This design comes from an exercise in tuning for small area, a short achievable clock period and few clock cycles on the open sky130 flow, not from production work.
Where RTL was checked, it was by simulation tests only, not by an equivalence proof against the original.
Power is estimated from default activity; no workload was simulated.

==> indigo: inputs <==
// wasm_code_stream_parser
module wasm_code_stream_parser #(
    parameter int MAX_DEPTH = wcsp_pkg::MAX_DEPTH_DEFAULT
) (
    input  wire logic                aclk,
    input  wire logic                aresetn,
    input  wire logic                s_valid,
    output logic                     s_ready,
    input  wire logic [8:0]          s_data,
    output logic                     m_valid,
    input  wire logic                m_ready,
    output logic      [117:0]        m_data
);
export LEC_CHECK = 0
export ABC_CLOCK_PERIOD_IN_PS = 2500
export CAP_MARGIN = 20
export CORE_MARGIN = 2
export CORE_UTILIZATION = 40
export SETUP_SLACK_MARGIN = 5
export SLEW_MARGIN = 20
create_clock -name core_clock -period 8.5 [get_ports {aclk}]
standard.sh (not shown) runs the stock make flow with config.mk's settings and CLKGATE_MAP_FILE= SYNTH_SCRIPT=/design/flow/synth_recipe.tcl, a recipe that flattens the netlist after the stock synthesis.
==> flow/flow/run.sh <==
#!/bin/bash
set -euo pipefail
MARGIN=5.5
sed -e "s/SETUP_SLACK_MARGIN=[0-9.]*/SETUP_SLACK_MARGIN=$MARGIN/" \
    -e 's/ "\${@:-finish}"/ "BUFFER_PORTS_ARGS=-buffer_cell sky130_fd_sc_hd__buf_2" "${@:-finish}"/' \
    standard.sh > standard_mod.sh
grep -q "SETUP_SLACK_MARGIN=$MARGIN" standard_mod.sh
grep -q "BUFFER_PORTS_ARGS=" standard_mod.sh
bash standard_mod.sh > standard.log 2>&1
==> willow (differences from indigo) <==
--- a/flow/design.v
+++ b/flow/design.v
@@ -158,48 +158,41 @@
                 bv_reg <= sv_reg || in_acc;
                 sv_reg <= 1'b0;
             end else if (in_acc) begin
                 sv_reg <= 1'b1;
             end
         end
     end
-    logic [8:0] bd_in;
-    logic [2:0] pb_reg;
-    assign bd_in = sv_reg ? sd_reg : s_data;
     always_ff @(posedge aclk) begin
         if (!bv_reg || adv) begin
-            bd_reg <= bd_in;
-            pb_reg <= {(bd_in[7:1] != 7'h00) && (bd_in[7:1] != 7'h7F),
-                       (bd_in[7:4] != 4'h0) && (bd_in[7:4] != 4'hF),
-                       (bd_in[7:5] != 3'd0)};
+            bd_reg <= sv_reg ? sd_reg : s_data;
         end
         if (in_acc) begin
             sd_reg <= s_data;
         end
     end
     logic [NM-1:0]   mode_reg, cm, nm;
     logic [63:0]     acc_reg, acc_next;
     logic [3:0]      cnt_reg, cnt_next;
     logic [7:0]      op_reg;
     logic [DW-1:0]   depth_reg, depth_next;
-    logic            err_reg, err_next;
-    logic            go_reg;
+    logic            err_reg;
     logic            m_valid_reg;
     logic [3:0]      kind_reg, kind_next;
     logic [2:0]      ecode_reg, ecode_next;
     logic            fin_reg, fin_next;
     logic [7:0]      b;
     logic            rs;
     logic [DW-1:0]   cur_depth;
     logic            upd;
     logic            emit;
     assign b   = bd_reg[8:1];
     assign rs  = bd_reg[0];
     assign adv = bv_reg && (!m_valid_reg || m_ready);
-    assign upd = go_reg && (!m_valid_reg || m_ready);
+    assign upd = adv && (rs || !err_reg);
     assign cm        = rs ? NM'(1) : mode_reg;
     assign cur_depth = rs ? '0 : depth_reg;
     logic c_opc, c_leb, c_l64, c_sgn, c_raw, c_res, c_f, f_last;
     assign c_opc  = cm[O_OPC];
     assign c_l64  = cm[O_I64];
     assign c_sgn  = cm[O_I32] | cm[O_I64];
     assign c_raw  = cm[O_F32] | cm[O_F64] | cm[O_BT];
@@ -230,19 +223,19 @@
     assign op_bad = !wcsp_pkg::op_plain(b) && !nb_any && !is_else;
     logic btype_ok;
     assign btype_ok = (b == wcsp_pkg::BT_EMPTY) || (b >= wcsp_pkg::BT_F64 && b <= wcsp_pkg::BT_I32);
     logic leb_last, pad_bad, leb_bad, fill;
     always_comb begin
         leb_last = c_l64 ? (cnt_reg == 4'd9) : (cnt_reg == 4'd4);
         if (c_l64)
-            pad_bad = pb_reg[2];
+            pad_bad = (b[6:0] != 7'h00) && (b[6:0] != 7'h7F);
         else if (c_sgn)
-            pad_bad = pb_reg[1];
+            pad_bad = (b[6:3] != 4'h0) && (b[6:3] != 4'hF);
         else
-            pad_bad = pb_reg[0];
+            pad_bad = (b[6:4] != 3'd0);
         leb_bad = c_leb && leb_last && (b[7] || pad_bad);
         fill    = c_sgn && b[6];
     end
     logic acc_clr, w64, w32, whi, hi_dec;
     always_comb begin
         acc_clr = c_opc | leb_bad | (c_res & (b != 8'd0)) |
                   (cm[O_BT] & !(btype_ok & !cur_depth[DW-1]));
@@ -270,22 +263,15 @@
                     else if (cnt_reg < 4'(i / 8))        acc_next[i] = 1'b0;
                 end else if (whi) begin
                     if (cnt_reg == 4'((i - 32) / 7))     acc_next[i] = b[(i - 32) % 7];
                     else if (cnt_reg < 4'((i - 32) / 7)) acc_next[i] = 1'b0;
                 end
             end
         end
-        if (hi_dec) begin
-            logic z;
-            z = 1'b1;
-            for (int i = 32; i < 64; i++) begin
-                acc_next[i] = acc_reg[i] ^ z;
-                z = z & !acc_reg[i];
-            end
-        end
+        if (hi_dec) acc_next[63:32] = acc_reg[63:32] - 32'd1;
     end
     logic leb_nz;
     assign leb_nz = (b[6:0] != 7'd0) || ((cnt_reg != 4'd0) && (acc_reg[63:32] != 32'd0));
     logic aux_one;
     assign aux_one = (acc_reg[63:32] == 32'd1);
     logic push, pop, clr_top, top_if;
     logic dep_nz;
@@ -354,35 +340,25 @@
         .upd     (upd),
         .en      (push | pop | clr_top),
         .up      (cm[O_BT]),
         .down    (is_end),
         .push_if (op_reg == 8'h04),
         .top_if  (top_if)
     );
-    assign err_next = (ecode_next != wcsp_pkg::ERR_OK);
-    always_ff @(posedge aclk) begin
-        if (!aresetn) begin
-            go_reg <= 1'b0;
-        end else if (!bv_reg || adv) begin
-            go_reg <= (sv_reg || in_acc) && (bd_in[0] || !(upd ? err_next : err_reg));
-        end else begin
-            go_reg <= rs || !(upd ? err_next : err_reg);
-        end
-    end
     always_ff @(posedge aclk) begin
         if (!aresetn) begin
             mode_reg    <= NM'(1);
             depth_reg   <= '0;
             err_reg     <= 1'b0;
             m_valid_reg <= 1'b0;
         end else begin
             if (upd) begin
                 mode_reg  <= nm;
                 depth_reg <= depth_next;
-                err_reg   <= err_next;
+                err_reg   <= (ecode_next != wcsp_pkg::ERR_OK);
             end
             if (upd && emit) begin
                 m_valid_reg <= 1'b1;
             end else if (m_ready) begin
                 m_valid_reg <= 1'b0;
             end
         end
==> flow/flow/run.sh (replaced) <==
#!/bin/bash
set -euo pipefail
MARGIN=5.8
sed -e "s/SETUP_SLACK_MARGIN=[0-9.]*/SETUP_SLACK_MARGIN=$MARGIN/" \
    -e 's/ "\${@:-finish}"/ "BUFFER_PORTS_ARGS=-buffer_cell sky130_fd_sc_hd__buf_2" "${@:-finish}"/' \
    standard.sh > standard_mod.sh
grep -q "SETUP_SLACK_MARGIN=$MARGIN" standard_mod.sh
grep -q "BUFFER_PORTS_ARGS=" standard_mod.sh
bash standard_mod.sh > standard.log 2>&1
==> comparison table <==
                                                                                  willow                   indigo
Post-route fraction of the period consumed by the critical path                   35.81%                   64.68%
Fraction of power consumed by the clock network                                    41.7%                    42.1%
Power in combinational cells                                                  0.000187 W               0.000201 W
Worst Setup End Kind                                                          output pin                     flop
Status                                                           complete, no violations  complete, no violations
Share of the core filled with cells                                               49.31%                   48.67%
Max_slew headroom                                                                 35.19%                   48.13%
Floorplan die width                                                             164.9 um                 166.9 um
Number of post-CTS setup repair buffers                                               30                       12
Pint                                                                          0.001377 W               0.001409 W
Synth Instances                                                                    1,146                    1,165
Ratio of routed vias to standard cells                                             5.972                    5.784
Highest clock rate                                                            0.3286 GHz               0.1819 GHz
Met2 Use GR                                                                       34.82%                   36.04%
Net count after synthesis                                                          1,170                    1,218
Proportion of synthesized area in mux cells                                       1.281%                   2.251%
Post-synth EDFFs                                                                     138                      141
Final HPWL from detailed placement                                             20,250 um                20,240 um
Path depth of the worst reg2reg path                                                   6                       33
Multi-input gate area in the final layout                                  0.005478 mm^2            0.005645 mm^2
Testbench counts of willow, summed over its fixed seeds: cycles 33,140.
Function not checked in indigo: the RTL went through the layout flow alone.

==> static timing again, ports no longer ideal <==
Ports are ideal in the flow. The routed layouts listed here were re-timed in OpenROAD. Step 1 (the two cells are an assumption about what drives the block):
set clk [get_ports {aclk}]
set_driving_cell -lib_cell sky130_fd_sc_hd__clkbuf_16 $clk
set_driving_cell -lib_cell sky130_fd_sc_hd__buf_2 [delete_from_list [all_inputs] $clk]
Step 2 moves the port delays by t, midway between the first and last clock arrival at a register: inputs arrive t later, outputs are due t later. That takes back most of the time a late clock gives input paths. Slacks: ideal / step 1 / step 2; pairs: ideal / step 1.
run | shift t [ns] | setup WS [ns] | clock arrival spread, ns | slew at the worst register clock pin (ns) | worst slew at a driven data input, ns
indigo | 0.484 | 3.002 / 3.002 / 3.002 | 0.012 / 0.012 | 0.08 / 0.08 | 0.03
willow | 0.486 | 5.456 / 5.407 / 5.408 | 0.009 / 0.009 | 0.07 / 0.07 | 0.03
After both steps setup and hold are still met in every run listed. For willow, which loses most, drivers alone change the setup slack by -0.049 ns; drivers and shift together by -0.048 ns.
